Context: an optimization exercise on an open-source flow, tuned for small area, a short achievable clock period and few clock cycles per item. The choices shown serve that exercise and are no tape-out recipe. Function was checked by simulation only, so behaviour that the tests miss may differ from the original.

==> flow/design.v, too long to show whole: its modules and the start of the top module <==
// module real_mul_core: 7650 lines
// module real_mul_round: 1202 lines
// module real_mul_arbiter: 145 lines
module real_mul_arbiter #(
  parameter  int N_REQ     = 4,
  parameter  int IS_DOUBLE = 1,
  localparam int ID_W      = $clog2(N_REQ)
) (
  input  logic                  clk,
  input  logic                  rst,
  input  logic [N_REQ-1:0]      req_valid,
  output logic [N_REQ-1:0]      req_ready,
  input  logic [real_mul_arbiter_pkg::OP_W*N_REQ-1:0] req_op1,
  input  logic [real_mul_arbiter_pkg::OP_W*N_REQ-1:0] req_op2,
  output logic                  rsp_valid,
  input  logic                  rsp_ready,
  output logic [ID_W-1:0]       rsp_id,
  output logic [real_mul_arbiter_pkg::OP_W-1:0] rsp_result,
  output logic                  busy,
  output logic [real_mul_arbiter_pkg::CNT_W-1:0] ops_done
);
  // ...
==> flow/flow/run.sh <==
#!/bin/bash
# Standard synthesis and layout, with two changes to how the layout is made:
# - repair_timing aims for 10 ns of extra setup slack, so the critical paths are sized and
#   buffered for a period well below the clock period;
# - the buffers that the flow puts on every input and output port are the smallest buffer cell.
set -euo pipefail
bash standard.sh SETUP_SLACK_MARGIN=10 "BUFFER_PORTS_ARGS=-buffer_cell sky130_fd_sc_hd__buf_1" finish > standard.log 2>&1
==> flow/standard.sh <==
#!/bin/bash
# synth_recipe.tcl (not shown) runs the flow's synth.tcl, then flattens the netlist and writes it again
# the make line also repeats each setting of config.mk as NAME=value (left out here)
make -C /OpenROAD-flow-scripts/flow DESIGN_CONFIG=/design/flow/config.mk WORK_HOME=/design/flow/orfs CLKGATE_MAP_FILE= SYNTH_SCRIPT=/design/flow/synth_recipe.tcl "${@:-finish}"
==> flow/config.mk <==
export PLATFORM = sky130hd
export DESIGN_NAME = real_mul_arbiter
export DESIGN_NICKNAME = real_mul_arbiter
export VERILOG_FILES = /design/flow/design.v
export SDC_FILE = /design/flow/constraint.sdc
export NUM_CORES = 4
export LEC_CHECK = 0
export CAP_MARGIN = 20
export CORE_MARGIN = 2
export CORE_UTILIZATION = 40
export SLEW_MARGIN = 20
==> flow/constraint.sdc <==
create_clock -name core_clock -period 18.0 [get_ports {clk}]
set_input_delay 3.6000 -clock core_clock [delete_from_list [all_inputs] [get_ports {clk}]]
set_output_delay 3.6000 -clock core_clock [all_outputs]
set_load 0.01 [all_outputs]
==> flow_summary.toml, run 1 <==
[status]
outcome = "no timing/DRC/antenna violations"

[synthesis]
syn-cell-area_um2 = 80240
yosys_warnings = 2
synth_most_common_cell = "fa_1"
synth-edff-count = 331
ys_async_sr_fraction_pct = 8.564
yosys.area_share.xor_xnor_pct = 16.04
ys_types = 97

[setup_path]
crit_arrival_ns = 4.41
r2r_end = "b_cout$_DFFE_PP_"
path_buf_inv = 2

[floorplanning]
fp.dieH_um = 451.9
die-area_um2 = 204200

[finish]
diodes = 11
drive_above_1_share_pct = 6.244
final_cells = 11120
multi_input_gates = 6466
multi_input_area_um2 = 64850

[timing]
maxSlewHeadroom_pct = 14.45
post-route-min-period_ns = 8.013
timing.final.ws_setup_ns = 9.987
fin_skew_ns = 0.05951

[cts]
htreeDepth = 2
Testbench counts, summed over its fixed seeds: cycles 3,224, items 3,200.
==> module real_mul_arbiter, before the edit <==
module real_mul_arbiter #(
  parameter  int N_REQ     = 4,
  parameter  int IS_DOUBLE = 1,
  localparam int ID_W      = $clog2(N_REQ)
) (
  input  logic                  clk,
  input  logic                  rst,
  input  logic [N_REQ-1:0]      req_valid,
  output logic [N_REQ-1:0]      req_ready,
  input  logic [real_mul_arbiter_pkg::OP_W*N_REQ-1:0] req_op1,
  input  logic [real_mul_arbiter_pkg::OP_W*N_REQ-1:0] req_op2,
  output logic                  rsp_valid,
  input  logic                  rsp_ready,
  output logic [ID_W-1:0]       rsp_id,
  output logic [real_mul_arbiter_pkg::OP_W-1:0] rsp_result,
  output logic                  busy,
  output logic [real_mul_arbiter_pkg::CNT_W-1:0] ops_done
);
  localparam int W  = real_mul_arbiter_pkg::OP_W;
  localparam int RW = real_mul_arbiter_pkg::ROW_W;
  logic [N_REQ-1:0][N_REQ-1:0] prec;
  logic [N_REQ-1:0][N_REQ-1:0] prec_nxt;
  logic [N_REQ-1:0] gnt;
  logic [ID_W-1:0]  gnt_idx;
  logic             can, acc, adv_a, adv_b, adv_c, take;
  logic            a_v;
  logic [ID_W-1:0] a_id;
  logic [W-1:0]    a_op1, a_op2, sel_op1, sel_op2;
  logic            b_v;
  logic [ID_W-1:0] b_id;
  logic [RW-1:0]   b_row0, b_row1, m_row0, m_row1;
  logic            b_cout, b_zero_lo, m_cout, m_zero_lo;
  logic [12:0]     b_esum, m_esum;
  logic            b_sgn, b_nan, b_inf, b_zero;
  logic [2:0]      b_ovf, b_unf, m_ovf, m_unf;
  logic            m_sgn, m_nan, m_inf, m_zero;
  logic            c_v;
  logic [ID_W-1:0] c_id;
  logic [W-1:0]    c_res, m_res;
  always_comb begin
    for (int j = 0; j < N_REQ; j++)
      gnt[j] = req_valid[j] & ~|(req_valid & prec[j]);
  end
  always_comb begin
    for (int j = 0; j < N_REQ; j++)
      for (int k = 0; k < N_REQ; k++) begin
        prec_nxt[j][k] = 1'b0;
        for (int g = 0; g < N_REQ; g++)
          if (gnt[g] && k != j && ((k - g - 1 + 2 * N_REQ) % N_REQ) < ((j - g - 1 + 2 * N_REQ) % N_REQ))
            prec_nxt[j][k] = 1'b1;
      end
  end
  always_comb begin
    gnt_idx = '0;
    sel_op1 = '0;
    sel_op2 = '0;
    for (int j = 0; j < N_REQ; j++) begin
      if (gnt[j]) gnt_idx = gnt_idx | ID_W'(j);
      sel_op1 = sel_op1 | (req_op1[j*W +: W] & {W{gnt[j]}});
      sel_op2 = sel_op2 | (req_op2[j*W +: W] & {W{gnt[j]}});
    end
  end
  assign can   = ~(a_v & b_v & c_v) | rsp_ready;
  assign acc   = rst & can & |req_valid;
  assign take  = c_v & rsp_ready;
  assign adv_c = ~c_v | rsp_ready;
  assign adv_b = ~b_v | adv_c;
  assign adv_a = ~a_v | adv_b;
  assign req_ready  = gnt & {N_REQ{rst & can}};
  assign busy       = a_v | b_v | c_v;
  assign rsp_valid  = c_v;
  assign rsp_id     = c_id;
  assign rsp_result = c_res;
  always_ff @(posedge clk or negedge rst) begin
    if (!rst) begin
      for (int j = 0; j < N_REQ; j++)
        for (int k = 0; k < N_REQ; k++)
          prec[j][k] <= (k < j);
      a_v      <= 1'b0;
      b_v      <= 1'b0;
      c_v      <= 1'b0;
      ops_done <= '0;
    end else begin
      if (acc) prec <= prec_nxt;
      if (adv_a) a_v <= acc;
      if (adv_b) b_v <= a_v;
      if (adv_c) c_v <= b_v;
      if (take)  ops_done <= ops_done + 1'b1;
    end
  end
  always_ff @(posedge clk) begin
    if (acc) begin
      a_op1 <= sel_op1;
      a_op2 <= sel_op2;
      a_id  <= gnt_idx;
    end
    if (adv_b) begin
      b_id      <= a_id;
      b_row0    <= m_row0;
      b_row1    <= m_row1;
      b_cout    <= m_cout;
      b_zero_lo <= m_zero_lo;
      b_esum    <= m_esum;
      b_sgn     <= m_sgn;
      b_nan     <= m_nan;
      b_inf     <= m_inf;
      b_zero    <= m_zero;
      b_ovf     <= m_ovf;
      b_unf     <= m_unf;
    end
    if (adv_c) begin
      c_id  <= b_id;
      c_res <= m_res;
    end
  end
  real_mul_core u_core (
    .op1    (a_op1),
    .op2    (a_op2),
    .row0   (m_row0),
    .row1   (m_row1),
    .lo_cout(m_cout),
    .lo_zero(m_zero_lo),
    .esum   (m_esum),
    .sgn    (m_sgn),
    .is_nan (m_nan),
    .is_inf (m_inf),
    .e_ovf  (m_ovf),
    .e_unf  (m_unf),
    .is_zero(m_zero)
  );
  real_mul_round u_round (
    .row0   (b_row0),
    .row1   (b_row1),
    .lo_cout(b_cout),
    .lo_zero(b_zero_lo),
    .esum   (b_esum),
    .sgn    (b_sgn),
    .is_nan (b_nan),
    .is_inf (b_inf),
    .is_zero(b_zero),
    .e_ovf  (b_ovf),
    .e_unf  (b_unf),
    .result (m_res)
  );
endmodule
==> run 2, diff against run 1 <==
--- a/flow/design.v
+++ b/flow/design.v
@@ -8912,10 +8912,13 @@
     sel_op1 = '0;
     sel_op2 = '0;
     for (int j = 0; j < N_REQ; j++) begin
-      if (gnt[j]) gnt_idx = gnt_idx | ID_W'(j);
-      sel_op1 = sel_op1 | (req_op1[j*W +: W] & {W{gnt[j]}});
-      sel_op2 = sel_op2 | (req_op2[j*W +: W] & {W{gnt[j]}});
+      if (req_ready[j]) gnt_idx = gnt_idx | ID_W'(j);
+      sel_op1 = sel_op1 | (req_op1[j*W +: W] & {W{req_ready[j]}});
+      sel_op2 = sel_op2 | (req_op2[j*W +: W] & {W{req_ready[j]}});
     end
+    gnt_idx = gnt_idx | (a_id & {ID_W{~acc}});
+    sel_op1 = sel_op1 | (a_op1 & {W{~acc}});
+    sel_op2 = sel_op2 | (a_op2 & {W{~acc}});
   end
   assign can   = ~(a_v & b_v & c_v) | rsp_ready;
   assign acc   = rst & can & |req_valid;
@@ -8946,11 +8949,9 @@
     end
   end
   always_ff @(posedge clk) begin
-    if (acc) begin
-      a_op1 <= sel_op1;
-      a_op2 <= sel_op2;
-      a_id  <= gnt_idx;
-    end
+    a_op1 <= sel_op1;
+    a_op2 <= sel_op2;
+    a_id  <= gnt_idx;
     if (adv_b) begin
       b_id      <= a_id;
       b_row0    <= m_row0;
==> flow/flow/run.sh (replaced) <==
#!/bin/bash
# Standard synthesis and layout, with two changes to how the layout is made:
# - repair_timing aims for 10.5 ns of extra setup slack, so the critical paths are sized and
#   buffered for a period well below the clock period;
# - the buffers that the flow puts on every input and output port are the smallest buffer cell.
set -euo pipefail
bash standard.sh SETUP_SLACK_MARGIN=10.5 "BUFFER_PORTS_ARGS=-buffer_cell sky130_fd_sc_hd__buf_1" finish > standard.log 2>&1
==> run 2 against run 1 <==
Net effect: global-route usage increased by 1.5 points; non-clock buffer count increased by 28; via count increased by 3.7%; synthesized cell count increased by 1.1%; clock skew increased by 0.024 ns; register-to-register slack improved by 0.07 ns; hold slack got worse by 0.014 ns; flip-flop and latch count unchanged; critical path depth decreased by 1.
==> flow_summary.toml, run 2 <==
[timing]
finalSetupTns_ns = 0
fmax_mhz = 123.6
timing.final.ws_setup_ns = 9.911
hold_viol = 0
rsz0062_at_grt = "yes"
setup_viol = 0
final_max_slew_viol_count = 0
post-route-min-period_ns = 8.089
maxSlewHeadroom_pct = 15.65
worst_slew_pin_slew_ns = 1.265
hold_ws_ns = 0.4157
fin_skew_ns = 0.08355
layout_worst_path_cycle_share_pct = 44.94

[synthesis]
synth_area_leaders = "fa_1 33%, a22oi_1 10%, xor2_1 8.2%"
ys_seq_area_share_pct = 11.83
synth_nets = 10470
syn-cell-area_um2 = 79640
ys.flop_type = "edfxtp_1"
ys_types = 105
ys_async_sr_fraction_pct = 8.564
yosysTopAreaCellShare_pct = 33.05
synth-edff-count = 201
synthTopCellsByCount = "1315 x fa_1, 1087 x a22oi_1, 750 x xor2_1"
ys_ff_latch = 362
yosys_warnings = 2
syn_avg_cell_area_um2 = 9.537
synth_most_common_cell = "fa_1"
synthCells = 8351
synth_top_cell_by_area = "fa_1"

[min_path]
hold_start = "b_id[0]$_DFFE_PP_"
min_to = "c_id[0]$_DFFE_PP_"
worstHoldPathCells = 0
hold_class = "reg -> reg"

[global_routing]
grt_use_total_pct = 38.42
grt_max_degree = 78
grt_pass1_wl_mm = 560.9
grt_pass1_vias = 76690
overflow = 0
antenna_found_initial = 59

[setup_path]
startpoint_type = "input pin"
endpoint_kind = "primary output"
cp_slowest_cell = "and4_4"
required_ns = 14.40
path_delay_family = "simple AND/OR/NAND/NOR gates"
crit_chain = "buf_2 > a22oi_2 > and4_4 > buf_6"
r2r_end = "b_cout$_DFFE_PP_"
regToRegStartpoint = "a_op2[31]$_DFF_P_"
cpPeakStageDelay_ns = 0.35
path_max_fanout = 7
crit_arrival_ns = 4.49
r2r_cells = 24
path_class = "in -> out"
path_buf_inv = 2
r2r_setup_slack_ns = 10.20
path_depth = 4

[drt]
drc = 0
dr.pass1.iters = 10
first_iter_violations = 10500
num_vias = 74600
wl_mm = 400.7
wl_per_cell_um = 35.80
viasPerCell = 6.664
ant_nets = 0

[floorplanning]
core_um2 = 197600
initial_core_util_pct = 40.30
fp.dieH_um = 450.2
die_w_um = 450.2
die-area_um2 = 202700
rows = 163
io-pin-count = 607

[finish]
seqCellArea_um2 = 9585
filler_cell_count = 19150
nets = 10610
final_common_cell = "fa_1"
areaGrowthSynthToFinish_pct = 10.82
fin_util_pct = 44.66
top_regs = "a_op1 (64), a_op2 (64), c_res (64)"
multi_input_area_um2 = 65660
final_area_um2 = 88260
most-common-layout-cells = "1313 x fa_1, 1080 x a22oi_1, 743 x xor2_1"
drive_above_1_share_pct = 8.004
final_cells = 11190

[cts]
cts-root-buf = "clkbuf_16"
cts_buffers = 47
cts_sinks = 362
clk_path_buf_depth = 3
hold_buffers = 0
cts.clk_slew.worst_paths_ns = 0.06
cts_tree = "built"
htreeDepth = 2
clk_latency_ns = 0.68

[job]
drv_cap = 0

[place]
place_area_um2 = 84220
place_ws_ns = 8.767
routabilityCongestion = 1.020
io_buffer_count = 606
dp_cells = 10970
dp_hpwl_mm = 289.8

[status]
outcome = "no timing/DRC/antenna violations"
-- run 2: cell families (layout without fill, tap and decap cells) --
logic type	Yosys count	after routing	share of synthesized area, %
mux	93	93	1.199
flops	362	362	11.83
other cells	0	32	0
fa+ha+maj	1604	1604	37.59
compound gates	2142	2144	19.05
xor+xnor	1480	1480	16.29
simple gates	1171	1182	6.939
buf+inv	1499	1656	7.103
-- run 2: how the worst max path moves through the flow --
stage                       from          endpoint  slack [ns]
floorplan              rsp_ready  b_cout$_DFFE_PP_        9.88
global placement             rst      req_ready[2]        8.81
detailed placement           rst      req_ready[2]        8.77
CTS                    rsp_ready      req_ready[1]        9.95
global route           rsp_ready      req_ready[1]        9.91
finish              req_valid[0]      req_ready[1]        9.91
-- run 2: final cells by class --
type                            count  share of cell area, %
Antenna cell                       32                0.09072
Clock buffer                       66                  1.494
Clock inverter                     22                 0.3827
Inverter                          685                  2.973
Multi-Input combinational cell   6503                  74.39
Sequential cell                   362                  10.86
Tap cell                         2640                  3.742
Timing Repair Buffer              882                  6.059
Timing Repair inverter              1               0.009923
-- run 2: per-layer routing --
metal  share of wire, %  wire, um  track usage, %  up-vias
met4                8.9     35620           26.44       42
met3                 14     56630           15.17     1935
met1                 35    142100           46.33    37430
met2                 41    166000           56.11     6027
li1                   -         -               -    29160
met5              0.086       344         0.07102        -
-- run 2: timing repair --
item / in CTS / in global routing
buffers inserted: 54 / 18
gates resized for setup: 221 / 60
pin swaps: 15 / 10
endpoints found under the setup margin: 69 / 58
cloned: 22 / 5
endpoints found under the hold margin: 0 / 0
Testbench counts of run 2, summed over its fixed seeds: cycles 3,224, items 3,200.

what the ideal ports hide:
No port has a modelled driver above. Below, the same layouts with a new extraction and two added sets of constraints. Step 1 assumes that a clkbuf_16 drives the clock port and a buf_2 every other input. Step 2 also shifts input and output timing later by t, the mid clock arrival at the registers, as if the neighbouring blocks saw the same clock. Slacks: ideal ports / drivers / drivers and shift; pairs: ideal ports / drivers.
| run | t (ns) | slack for setup (ns) | worst hold slack (ns) | latest minus earliest clock arrival (ns) | pins driven straight from the clock port |
|---|---|---|---|---|---|
| run 1 | 0.755 | 9.987 / 9.942 / 9.942 | 0.430 / 0.430 / 0.430 | 0.060 / 0.060 | 1 |
| run 2 | 0.706 | 9.911 / 9.795 / 9.795 | 0.416 / 0.416 / 0.416 | 0.084 / 0.083 | 1 |
After both steps every run listed still meets setup and hold. The setup slack of run 2, which loses most, moves by -0.116 ns with the drivers and by -0.116 ns with both steps.
